Source: an optimization exercise on an open RTL-to-GDS flow (aim: small area, a short achievable clock period and few clock cycles per item). Production flows keep margins and buffers that such runs may drop.
The RTL was checked by simulation tests, not by an equivalence proof against the original design.
No activity file was given, so power comes from the tool's default toggle rates.

// bch_decoder
module bch_decoder (
	input                      clk,
	input                      rstn,
	input                      i_set,
	input  [1:0]               i_code,
	input  [8-1:0]   i_data,
	output                     o_ready,
	output                     o_finish,
	output [8-1:0]    o_odata
);
Size in the first run: about 64 flip-flops, roughly 23 I/O pins, about 6400 um2 of cells after synthesis.
Settings: LEC_CHECK=0, CAP_MARGIN=20, CORE_MARGIN=2, CORE_UTILIZATION=40, SLEW_MARGIN=20; clock period 10.0 ns.
standard.sh (not shown) runs the stock make flow with config.mk's settings and CLKGATE_MAP_FILE= SYNTH_SCRIPT=/design/flow/synth_recipe.tcl, a recipe that flattens the netlist after the stock synthesis.
==> flow/flow/run.sh <==
#!/bin/bash
# Standard layout, with timing repair aiming for 7 ns of setup slack at the
# 10 ns clock, so the paths are optimised for a shorter achieved period.
set -euo pipefail
bash standard.sh SETUP_SLACK_MARGIN=7 finish > make_finish.log 2>&1
The baseline completed without violations.
Testbench counts at the start, summed over its fixed seeds: cycles 14,717, frames 512.
Then changed:
==> flow/flow/run.sh (replaced) <==
#!/bin/bash
# Standard layout, with timing repair aiming for 6 ns of setup slack at the
# 10 ns clock, so the paths are optimised for a shorter achieved period.
set -euo pipefail
bash standard.sh SETUP_SLACK_MARGIN=6 finish > make_finish.log 2>&1
Effect: Die area is unchanged; setup slack got worse by 270 ps; first-iteration DRC count increases by well over a third; non-clock buffer count decreases by 35.

Another version of the RTL of bch_decoder (not shown whole).
For scale: roughly 740 cells after synthesis, ~6300 µm² of cells after synthesis.
clock: 10.0 ns
lec_check: 0
cap_margin: 20
core_margin: 2
core_utilization: 40
cts_buf_list: sky130_fd_sc_hd__clkbuf_2 sky130_fd_sc_hd__clkbuf_4 sky130_fd_sc_hd__clkbuf_8
slew_margin: 20
==> flow/flow/run.sh <==
#!/bin/bash
# Standard layout, with timing repair aiming for 7.1 ns of setup slack at the
# 10 ns clock, so the paths are optimised for a shorter achieved period.
set -euo pipefail
bash standard.sh SETUP_SLACK_MARGIN=7.1 finish > make_finish.log 2>&1
Testbench counts at the start, summed over its fixed seeds: cycles 14,575, frames 512.
Change:
==> flow/flow/run.sh (replaced) <==
#!/bin/bash
# Standard layout, with timing repair aiming for 6.5 ns of setup slack at the
# 10 ns clock, so the paths are optimised for a shorter achieved period.
set -euo pipefail
bash standard.sh SETUP_SLACK_MARGIN=6.5 finish > make_finish.log 2>&1
Settings changed: CTS_BUF_LIST sky130_fd_sc_hd__clkbuf_2 sky130_fd_sc_hd__clkbuf_4 sky130_fd_sc_hd__clkbuf_8 to not set.
The new run produced a clean layout.
Non-clock buffer count decreases by 59.
Design area goes down by 9.1%.
Setup slack gets worse by 400 ps.
Core utilization drops by 4.6 points.
Clock-buffer cell count came out lower by 1.

bch_decoder, a different RTL version from the one above (not shown whole).
Size in the first run: ~760 cells after synthesis, roughly 64 flip-flops, roughly 23 I/O pins, ~0.0066 mm2 of cells after synthesis.
Settings: LEC_CHECK=0, CAP_MARGIN=20, CORE_MARGIN=2, CORE_UTILIZATION=40, SLEW_MARGIN=20; clock period 10.0 ns.
==> flow/flow/run.sh <==
#!/bin/bash
# Standard layout, with timing repair aiming for 7 ns of setup slack at the
# 10 ns clock, so the paths are optimised for a shorter achieved period.
set -euo pipefail
bash standard.sh SETUP_SLACK_MARGIN=7 finish > make_finish.log 2>&1
The baseline produced a clean layout.
Testbench counts at the start, summed over its fixed seeds: cycles 14,414, frames 512.
Edit:
==> flow/flow/run.sh (replaced) <==
#!/bin/bash
# Standard layout, with timing repair aiming for 6.5 ns of setup slack at the
# 10 ns clock, so the paths are optimised for a shorter achieved period.
set -euo pipefail
bash standard.sh SETUP_SLACK_MARGIN=6.5 finish > make_finish.log 2>&1
TNS_END_PERCENT = 10   (was default)
Result: Die area is unchanged. Worst hold slack hardly moves. Sequential power barely changes. Cell area fell by roughly a tenth.
Edit:
TNS_END_PERCENT = default   (was 10)
Result: Register-to-register slack is about the same; clock skew is about the same; worst setup slack improves by 0.22 ns; total power came out higher by 1.2%; final area came out higher by 0.72%; utilization came out higher by 0.34 points; synthesized area does not change; via count barely changes; die area stays the same; sequential power is about the same.
Edit:
==> flow/flow/run.sh (replaced) <==
#!/bin/bash
# Standard layout, with timing repair aiming for 6 ns of setup slack at the
# 10 ns clock, so the paths are optimised for a shorter achieved period.
set -euo pipefail
bash standard.sh SETUP_SLACK_MARGIN=6 finish > make_finish.log 2>&1
Area after synthesis stays the same.
Utilization fell by 2.1 points.
Fmax drops by about 11%.
Wire length came out lower by 8.3%.
Non-clock buffer count falls by 25.
Hold slack barely changes.
Total power decreases by about 1.5%.

## re-timing with driven ports
In the flow no input, the clock included, has a driving cell. The finished layouts below were timed again as built, in two steps. Step 1 (the two cells are an assumption about what drives the block):
set clk [get_ports {clk}]
set_driving_cell -lib_cell sky130_fd_sc_hd__clkbuf_16 $clk
set_driving_cell -lib_cell sky130_fd_sc_hd__buf_2 [delete_from_list [all_inputs] $clk]
Step 2 moves the port delays by t, midway between the first and last clock arrival at a register: inputs arrive t later, outputs are due t later. That takes back most of the time a late clock gives input paths. Three values: no drivers, after step 1, after step 2; two values: the first two.
run	shift t [ns]	slack for setup (ns)	hold WS [ns]	worst setup path after step 2	worst data-port slew with drivers (ns)
the first run of note 1	0.370	6.344 / 6.344 / 6.344	0.377 / 0.377 / 0.377	register to register	0.03
the second run of note 1	0.369	6.078 / 6.078 / 6.078	0.386 / 0.386 / 0.386	register to register	0.03
the first run of note 2	0.403	6.902 / 6.865 / 6.844	0.442 / 0.442 / 0.442	input to register	0.03
the second run of note 2	0.387	6.498 / 6.455 / 6.660	0.428 / 0.428 / 0.428	register to register	0.03
the first run of note 3	0.365	6.626 / 6.591 / 6.745	0.378 / 0.378 / 0.378	register to register	0.03
the second run of note 3	0.364	6.308 / 6.270 / 6.578	0.376 / 0.376 / 0.376	register to register	0.03
the third run of note 3	0.365	6.527 / 6.488 / 6.586	0.376 / 0.376 / 0.376	register to register	0.03
the fourth run of note 3	0.366	6.112 / 6.074 / 6.254	0.375 / 0.375 / 0.375	register to register	0.03
After both steps every run listed still meets setup and hold. The setup slack of the first run of note 2, which loses most, moves by -0.037 ns with the drivers and by -0.058 ns with both steps.
